From an optimization exercise on the open Yosys and OpenROAD flow, aimed at a short achievable clock period and few clock cycles; shortcuts taken in it are not production practice. The RTL was checked by simulation tests, not by an equivalence proof against the original design. Power figures rest on the tool's default switching activity, not on a simulated workload.

==> inputs of run a <==
==> flow/design.v (excerpt) <==
module mipsCore (
	input logic clock,
	input logic reset,
	input logic [32-1:0] wbDatR,
	input logic wbAck,
	output logic [32-1:0] wbAdr,
	output logic [32-1:0] wbDatW,
	output logic [3:0] wbSel,
	output logic wbWe,
	output logic wbCyc,
	output logic wbStb,
	output logic halted
);
	localparam int IW = 5;             
	localparam int NL = 1 << IW;
	localparam int TW = 10 - IW;       
	localparam int DW = 5;             
	localparam int DN = 1 << DW;
	localparam int DT = 10 - DW;
	localparam int WIN = 15;           
	localparam int KEEP = 48;          
	logic busStb;
	logic busWe;
	logic busFetch;
	logic busLoad;
	logic [31:0] busAdr;
	logic [31:0] busDat;
	logic [3:0] busSel;
	logic busFree;
	assign busFree = !busStb || wbAck;
	assign wbCyc = busStb;
	assign wbStb = busStb;
	assign wbAdr = busAdr;
	assign wbDatW = busDat;
	assign wbSel = busSel;
	assign wbWe = busWe;
	logic [31:0] regs [32];
	logic [31:0] icData [NL];
	logic [9:0] icTgt [NL];
	logic [TW-1:0] icTag [NL];
	logic [NL-1:0] icPT;
	logic [NL-1:0] icValid;
	logic fbValid;
	logic fbPT;
	logic [31:0] fbAdr;
	logic [31:0] fbData;
	logic [9:0] fbTgt;
	logic [31:0] dcData [DN];
	logic [DT-1:0] dcTag [DN];
	logic [DN-1:0] dcValid;
	logic [31:0] fpc;
	logic [31:0] ppc;
	logic brkStop;
	logic dValid;
	logic dPT;
	logic [31:0] dIR;
	logic [31:0] dPc4;
	logic xValid;
	logic [31:0] xOpA;
	logic [31:0] xOpB;
	logic [31:0] xRt;
	logic [31:0] xAlt;
	logic xCin, xAdd, xSub, xAnd, xXor, xWr, xLoad, xStore, xByte, xBr, xBne, xJ, xPT, xBrk;
	logic [4:0] xDest;
  ...
Settings: LEC_CHECK=0, CAP_MARGIN=20, CORE_MARGIN=2, CORE_UTILIZATION=40, SETUP_SLACK_MARGIN=3.5, SLEW_MARGIN=20; clock period 7.0 ns.
run.sh (not shown) runs the stock make flow with config.mk's settings and CLKGATE_MAP_FILE= SYNTH_SCRIPT=/design/flow/synth_recipe.tcl, a recipe that flattens the netlist after the stock synthesis.
==> run b (differences from run a) <==
--- a/flow/design.v
+++ b/flow/design.v
@@ -84,17 +84,19 @@
 );
 	localparam int IW = 5;             
 	localparam int NL = 1 << IW;
 	localparam int TW = 10 - IW;       
 	localparam int DW = 5;             
 	localparam int DN = 1 << DW;
 	localparam int DT = 10 - DW;
 	localparam int WIN = 15;           
-	localparam int KEEP = 48;          
+	localparam int FQ = 32;            
+	localparam int FQW = 5;
+	localparam int KEEP = 80;          
 	logic busStb;
 	logic busWe;
 	logic busFetch;
 	logic busLoad;
 	logic [31:0] busAdr;
 	logic [31:0] busDat;
 	logic [3:0] busSel;
 	logic busFree;
@@ -149,16 +151,25 @@
 	logic lmByte;
 	logic [31:0] lmAdr;
 	logic [4:0] lmRd;
 	logic sbValid;
 	logic sbNew;
 	logic [31:0] sbAdr;
 	logic [31:0] sbDat;
 	logic [3:0] sbSel;
+	logic sb1Valid;
+	logic [31:0] sb1Adr;
+	logic [31:0] sb1Dat;
+	logic [3:0] sb1Sel;
+	logic [31:0] uAdr;
+	logic [31:0] uDat;
+	logic [3:0] uSel;
+	logic [31:0] nDat;
+	logic [3:0] nSel;
 	logic haltReg;
 	logic sbIssue;
 	logic lmIssue;
 	logic pfIssue;
 	logic [5:0] pdOp;
 	logic pdJ;
 	logic pdBr;
 	logic [16:0] pdBrT;
@@ -219,32 +230,40 @@
 	assign dWr = (dAdd || dSub || dAnd || dXor || dLui) && dDest != 5'd0;
 	logic [4:0] xLdRd;
 	logic hXr;
 	logic hX;
 	logic hM;
 	logic hL;
 	logic dHaz;
 	assign xLdRd = (xValid && xLoad) ? xDest : 5'd0;
-	assign hXr = xValid && xWr && (dRs == xDest || dRtF == xDest);
+	assign hXr = xValid && xWr && (xAdd || xSub) && (dRs == xDest || dRtF == xDest);
 	assign hX = xLdRd != 5'd0 && (dRs == xLdRd || dRtF == xLdRd || dRdF == xLdRd);
 	assign hM = mValid && mRd != 5'd0 && (dRs == mRd || dRtF == mRd || dRdF == mRd);
 	assign hL = lmValid && lmRd != 5'd0 && (dRs == lmRd || dRtF == lmRd || dRdF == lmRd);
 	assign dHaz = hXr || hX || hM || hL;
 	logic [31:0] ra;
 	logic [31:0] rb;
 	logic [31:0] dImm;
+	logic xFast;
+	logic [31:0] xFastRes;
+	assign xFast = xValid && xWr && !xAdd && !xSub;
+	assign xFastRes = xAnd ? (xOpA & xRt) : (xXor ? (xOpA ^ xRt) : xOpA);
 	always_comb begin
-		if (wWe && wRd == dRs)
+		if (xFast && xDest == dRs)
+			ra = xFastRes;
+		else if (wWe && wRd == dRs)
 			ra = wRes;
 		else if (lValid && lRd == dRs)
 			ra = lData;
 		else
 			ra = regs[dRs];
-		if (wWe && wRd == dRtF)
+		if (xFast && xDest == dRtF)
+			rb = xFastRes;
+		else if (wWe && wRd == dRtF)
 			rb = wRes;
 		else if (lValid && lRd == dRtF)
 			rb = lData;
 		else
 			rb = regs[dRtF];
 	end
 	assign dImm = {{16{dIR[15]}}, dIR[15:0]};
 	logic [31:0] sum;
@@ -265,18 +284,18 @@
 			xRes = xOpA & xRt;
 		else if (xXor)
 			xRes = xOpA ^ xRt;
 		else
 			xRes = sum;
 	end
 	assign taken = (xOpA == xRt) != xBne;
 	logic idle;
-	assign idle = !sbValid && !busStb && !mValid && !lmValid;
-	assign xHold = (xStore && (sbValid || mValid || lmValid)) || (xLoad && mValid && lmValid) || xBrk;
+	assign idle = !sbValid && !sb1Valid && !busStb && !mValid && !lmValid;
+	assign xHold = (xStore && (sb1Valid || mValid || lmValid)) || (xLoad && mValid && lmValid) || xBrk;
 	assign xGo = xValid && !xHold && !wTrap;
 	assign redirect = wTrap || (xValid && ((xBr && taken != xPT) || (xJ && !xPT)));
 	assign redirectPc = wTrap ? 32'h80 : xAlt;
 	assign xAdv = !xValid || !xHold || wTrap;
 	assign dEn = !dValid || (!dHaz && xAdv);
 	assign dGo = dValid && !dHaz && xAdv && !redirect;
 	always_ff @(posedge clock) begin
 		if (reset) begin
@@ -364,16 +383,17 @@
 	assign lLane = mDrain ? mAdr[1:0] : busAdr[1:0];
 	assign lByte = mDrain ? mByte : lmByte;
 	always_ff @(posedge clock) begin
 		if (reset) begin
 			mValid <= 1'b0;
 			lmValid <= 1'b0;
 			lmOnBus <= 1'b0;
 			sbValid <= 1'b0;
+			sb1Valid <= 1'b0;
 			sbNew <= 1'b0;
 			lValid <= 1'b0;
 		end else begin
 			if (xGo && xLoad)
 				mValid <= 1'b1;
 			else if (mDrain)
 				mValid <= 1'b0;
 			if (mDrain && !mHit) begin
@@ -382,122 +402,212 @@
 			end else if (busLoad && wbAck) begin
 				lmValid <= 1'b0;
 				lmOnBus <= 1'b0;
 			end else if (lmIssue) begin
 				lmOnBus <= 1'b1;
 			end
 			lValid <= ((mDrain && mHit) || (busLoad && wbAck)) && (mDrain ? mRd : lmRd) != 5'd0;
 			sbNew <= xGo && xStore;
-			if (xGo && xStore)
+			if (sbIssue) begin
+				sbValid <= sb1Valid || (xGo && xStore);
+				sb1Valid <= sb1Valid && xGo && xStore;
+			end else if (xGo && xStore) begin
 				sbValid <= 1'b1;
-			else if (sbIssue)
-				sbValid <= 1'b0;
+				sb1Valid <= sbValid;
+			end
 		end
 	end
 	always_ff @(posedge clock) begin
 		lRd <= mDrain ? mRd : lmRd;
 		lData <= lByte ? {24'h0, lWord[{lLane, 3'b000} +: 8]} : lWord;
 		if (xGo && xLoad) begin
 			mAdr <= sum;
 			mRd <= xDest;
 			mByte <= xByte;
 		end
 		if (mDrain) begin
 			lmAdr <= mAdr;
 			lmRd <= mRd;
 			lmByte <= mByte;
 		end
-		if (xGo && xStore) begin
+		if (sbIssue && sb1Valid) begin
+			sbAdr <= sb1Adr;
+			sbSel <= sb1Sel;
+			sbDat <= sb1Dat;
+		end else if (sbIssue || !sbValid) begin
 			sbAdr <= sum;
-			sbSel <= xByte ? (4'b0001 << sum[1:0]) : 4'b1111;
-			sbDat <= xByte ? {4{xRt[7:0]}} : xRt;
+			sbSel <= nSel;
+			sbDat <= nDat;
+		end
+		if (xGo && xStore) begin
+			sb1Adr <= sum;
+			sb1Sel <= nSel;
+			sb1Dat <= nDat;
+			uAdr <= sum;
+			uSel <= nSel;
+			uDat <= nDat;
 		end
 	end
+	assign nSel = xByte ? (4'b0001 << sum[1:0]) : 4'b1111;
+	assign nDat = xByte ? {4{xRt[7:0]}} : xRt;
 	logic [DW-1:0] lIdx;
 	logic [DW-1:0] sIdx;
 	assign lIdx = busAdr[DW+1:2];
-	assign sIdx = sbAdr[DW+1:2];
+	assign sIdx = uAdr[DW+1:2];
 	always_ff @(posedge clock) begin
 		if (reset) begin
 			dcValid <= '0;
 		end else if (busLoad && wbAck) begin
 			if (busAdr[31:12] == 20'd0)
 				dcValid[lIdx] <= 1'b1;
 		end else if (sbNew) begin
-			dcValid[sIdx] <= sbSel == 4'b1111 && sbAdr[31:12] == 20'd0;
+			dcValid[sIdx] <= uSel == 4'b1111 && uAdr[31:12] == 20'd0;
 		end
 	end
 	always_ff @(posedge clock) begin
 		if (busLoad && wbAck) begin
 			dcData[lIdx] <= wbDatR;
 			dcTag[lIdx] <= busAdr[11:DW+2];
 		end else if (sbNew) begin
-			dcData[sIdx] <= sbDat;
-			dcTag[sIdx] <= sbAdr[11:DW+2];
+			dcData[sIdx] <= uDat;
+			dcTag[sIdx] <= uAdr[11:DW+2];
 		end
 	end
+	logic [31:0] fqData [FQ];
+	logic [9:0] fqTgt [FQ];
+	logic [FQ-1:0] fqPT;
+	logic [FQW-1:0] fqHead;
+	logic [FQW:0] fqCount;
+	logic [31:0] fqHAdr;
+	logic fqEmpty;
+	logic [9:0] hDist;
+	logic [9:0] bDist;
+	logic [31:0] fqTAdr;
+	logic fillAck;
+	logic bAhead;
+	logic fillToFq;
+	logic fillToC;
+	logic fqDrain;
+	logic fqDrop;
+	logic fqPop;
+	logic fpcInFq;
+	assign fqEmpty = fqCount == '0;
+	assign hDist = fqHAdr[11:2] - fpc[11:2];
+	assign bDist = busAdr[11:2] - fpc[11:2];
+	assign fqTAdr = fqHAdr + {25'd0, fqCount, 2'b00};
+	assign fillAck = busFetch && wbAck;
+	assign bAhead = bDist >= WIN && bDist < 10'd512;
+	logic toFqQ;
+	logic toCQ;
+	logic drainQ;
+	logic dropQ;
+	assign fillToFq = fillAck && !rsQ && toFqQ;
+	assign fillToC = fillAck && toCQ && !fillToFq;
+	assign fqDrain = !fqEmpty && drainQ && !fillToC;
+	assign fqDrop = !fqEmpty && dropQ;
+	assign fqPop = fqDrain || fqDrop;
+	assign fpcInFq = !fqEmpty && {1'b0, fpc[11:2] - fqHAdr[11:2]} < {5'd0, fqCount};
 	logic [IW-1:0] pIdx;
 	logic pCacheable;
 	logic pHit;
 	logic [9:0] pDist;
 	logic pStream;
 	logic fInFlight;
 	logic pResync;
 	logic rsQ;
-	logic pInWin;
+	logic pRoom;
 	logic stopAll;
 	logic pfWant;
 	assign pIdx = ppc[IW+1:2];
 	assign pCacheable = ppc[31:12] == 20'd0;
 	assign pHit = pCacheable && icValid[pIdx] && icTag[pIdx] == ppc[11:IW+2];
 	assign pDist = ppc[11:2] - fpc[11:2];
 	assign pStream = ppc[31:12] == fpc[31:12] && pDist < KEEP;
 	assign fInFlight = busStb && busFetch && busAdr[31:2] == fpc[31:2];
-	assign pResync = !pStream || (!fHit && !fInFlight && ppc != fpc);   
-	assign pInWin = pDist < WIN;
+	assign pResync = !pStream || (!fHit && !fInFlight && !fpcInFq && ppc != fpc);   
+	assign pRoom = pDist < WIN + FQ - 2 && fqCount < FQ - 1;
 	assign stopAll = haltReg || (xValid && xBrk) || (dValid && dBrk);
-	assign pfWant = !rsQ && pStream && pInWin && !pHit && (pCacheable || ppc == fpc) && !stopAll &&
-		(!brkStop || ppc == fpc);
+	assign pfWant = !rsQ && pStream && pRoom && !(pHit && fqEmpty) && (pCacheable || ppc == fpc) &&
+		!stopAll && (!brkStop || ppc == fpc);
 	assign sbIssue = busFree && sbValid;
 	assign lmIssue = busFree && !sbValid && lmValid && !lmOnBus;
 	assign pfIssue = busFree && !sbValid && !(lmValid && !lmOnBus) && pfWant;
 	always_ff @(posedge clock) begin
 		if (reset) begin
 			ppc <= 32'h0;
 			brkStop <= 1'b0;
 			rsQ <= 1'b0;
 		end else begin
 			rsQ <= pResync && !rsQ;
 			if (rsQ)
 				ppc <= fpc;
-			else if (pfIssue || (pStream && pHit && pInWin))
+			else if (pfIssue || (pStream && pHit && fqEmpty && pRoom))
 				ppc <= ppc + 32'd4;
 			if (rsQ)
 				brkStop <= 1'b0;
-			else if (busFetch && wbAck && wbDatR[31:26] == 6'h00 && wbDatR[5:0] == 6'h0D)
+			else if (fillAck && wbDatR[31:26] == 6'h00 && wbDatR[5:0] == 6'h0D)
 				brkStop <= 1'b1;
 		end
 	end
 	always_ff @(posedge clock) begin
+		toFqQ <= busAdr[31:12] == 20'd0 && (fqEmpty ? bAhead : busAdr[31:2] == fqTAdr[31:2]);
+		toCQ <= busAdr[31:12] == 20'd0 && !bAhead;
+		if (fqPop) begin
+			drainQ <= hDist < WIN - 2;
+			dropQ <= hDist >= 10'd511;
+		end else begin
+			drainQ <= hDist < WIN - 1;
+			dropQ <= hDist >= 10'd512;
+		end
+	end
+	always_ff @(posedge clock) begin
+		if (reset || rsQ) begin
+			fqCount <= '0;
+		end else begin
+			if (fillToFq && !fqPop)
+				fqCount <= fqCount + 1'b1;
+			else if (fqPop && !fillToFq)
+				fqCount <= fqCount - 1'b1;
+		end
+	end
+	always_ff @(posedge clock) begin
+		if (fqPop) begin
+			fqHAdr <= fqHAdr + 32'd4;
+			fqHead <= fqHead + 1'b1;
+		end else if (fqEmpty) begin
+			fqHAdr <= busAdr;
+		end
+		if (fillToFq) begin
+			fqData[fqHead + fqCount[FQW-1:0]] <= wbDatR;
+			fqPT[fqHead + fqCount[FQW-1:0]] <= pdPT;
+			fqTgt[fqHead + fqCount[FQW-1:0]] <= pdTgt;
+		end
+	end
+	logic [IW-1:0] cIdx;
+	assign cIdx = fillToC ? busAdr[IW+1:2] : fqHAdr[IW+1:2];
+	always_ff @(posedge clock) begin
 		if (reset) begin
 			icValid <= '0;
 			fbValid <= 1'b0;
-		end else if (busFetch && wbAck) begin
-			fbValid <= 1'b1;
-			if (busAdr[31:12] == 20'd0)
-				icValid[busAdr[IW+1:2]] <= 1'b1;
+		end else begin
+			if (fillAck)
+				fbValid <= 1'b1;
+			if (fillToC || fqDrain)
+				icValid[cIdx] <= 1'b1;
 		end
 	end
 	always_ff @(posedge clock) begin
-		if (busFetch && wbAck) begin
-			icData[busAdr[IW+1:2]] <= wbDatR;
-			icTag[busAdr[IW+1:2]] <= busAdr[11:IW+2];
-			icPT[busAdr[IW+1:2]] <= pdPT;
-			icTgt[busAdr[IW+1:2]] <= pdTgt;
+		if (fillToC || fqDrain) begin
+			icData[cIdx] <= fillToC ? wbDatR : fqData[fqHead];
+			icTag[cIdx] <= fillToC ? busAdr[11:IW+2] : fqHAdr[11:IW+2];
+			icPT[cIdx] <= fillToC ? pdPT : fqPT[fqHead];
+			icTgt[cIdx] <= fillToC ? pdTgt : fqTgt[fqHead];
+		end
+		if (fillAck) begin
 			fbAdr <= busAdr;
 			fbData <= wbDatR;
 			fbPT <= pdPT;
 			fbTgt <= pdTgt;
 		end
 	end
 	always_ff @(posedge clock) begin
 		if (reset) begin
==> summary.txt <==
Run status: run a complete, no violations; run b complete, no violations
Share of total power in the clock network: run a 44.2%; run b 43.7%
Areal power density over the cells: run a 241 mW/mm²; run b 239 mW/mm²
Width of the die: run a 714 µm; run b 816 µm
Non-CTS buffers: run a 948; run b 1303
Non-Clock Buffer Area Fraction: run a 4.39%; run b 4.70%
Count of clock tree sinks: run a 4480; run b 5975
Routed wire length: run a 699000 µm; run b 883000 µm
Slowest Stage Delay on Critical Path: run a 1030 ps; run b 400 ps
Weighted congestion at the end of routability-driven global placement: run a 0.906; run b 0.913
Via count: run a 123111; run b 158395
Slew margin rel.: run a 12.0%; run b 18.0%
Origin of the critical flop-to-flop path: run a xOpA[2]$_SDFFCE_PP0N_; run b busAdr[3]$_DFFE_PP_
Xor/xnor share of the synthesized area: run a 1.23%; run b 1.29%
Min cycle time layout: run a 3730 ps; run b 3980 ps
Total cell area at the placement stage: run a 0.212 mm²; run b 0.279 mm²
Share of power burned in registers: run a 52.4%; run b 53.2%
Netlist cell types: run a 89; run b 91
Area of combinational cells with multiple inputs: run a 0.0693 mm²; run b 0.0879 mm²
Post-layout nets: run a 12055; run b 15795
Testbench counts of run a, summed over its fixed seeds: cycles 27,622.
Testbench counts of run b, summed over its fixed seeds: cycles 25,728.

[static timing again, ports no longer ideal]
In the flow no input, the clock included, has a driving cell. The finished layouts below were timed again as built, in two steps. Step 1 assumes that a clkbuf_16 drives the clock port and a buf_2 every other input. Step 2, shift: input delay + t, output delay - t, t = (earliest + latest rising clock arrival at the registers) / 2. This alone moves slack from input paths to output paths. Three values: ideal, step 1, step 2; two values: the first two.
| run | shift t [ns] | setup slack, ns | clock arrival spread, ns | worst data-port slew with drivers (ns) | cell pins on the clock port's net |
|---|---|---|---|---|---|
| run a | 1.137 | 3.266 / 3.241 / 2.132 | 0.137 / 0.137 | 0.21 | 1 |
| run b | 1.240 | 3.018 / 2.984 / 2.261 | 0.137 / 0.137 | 0.36 | 1 |
After both steps every run listed still meets setup and hold. The setup slack of run a, which loses most, moves by -0.025 ns with the drivers and by -1.134 ns with both steps.
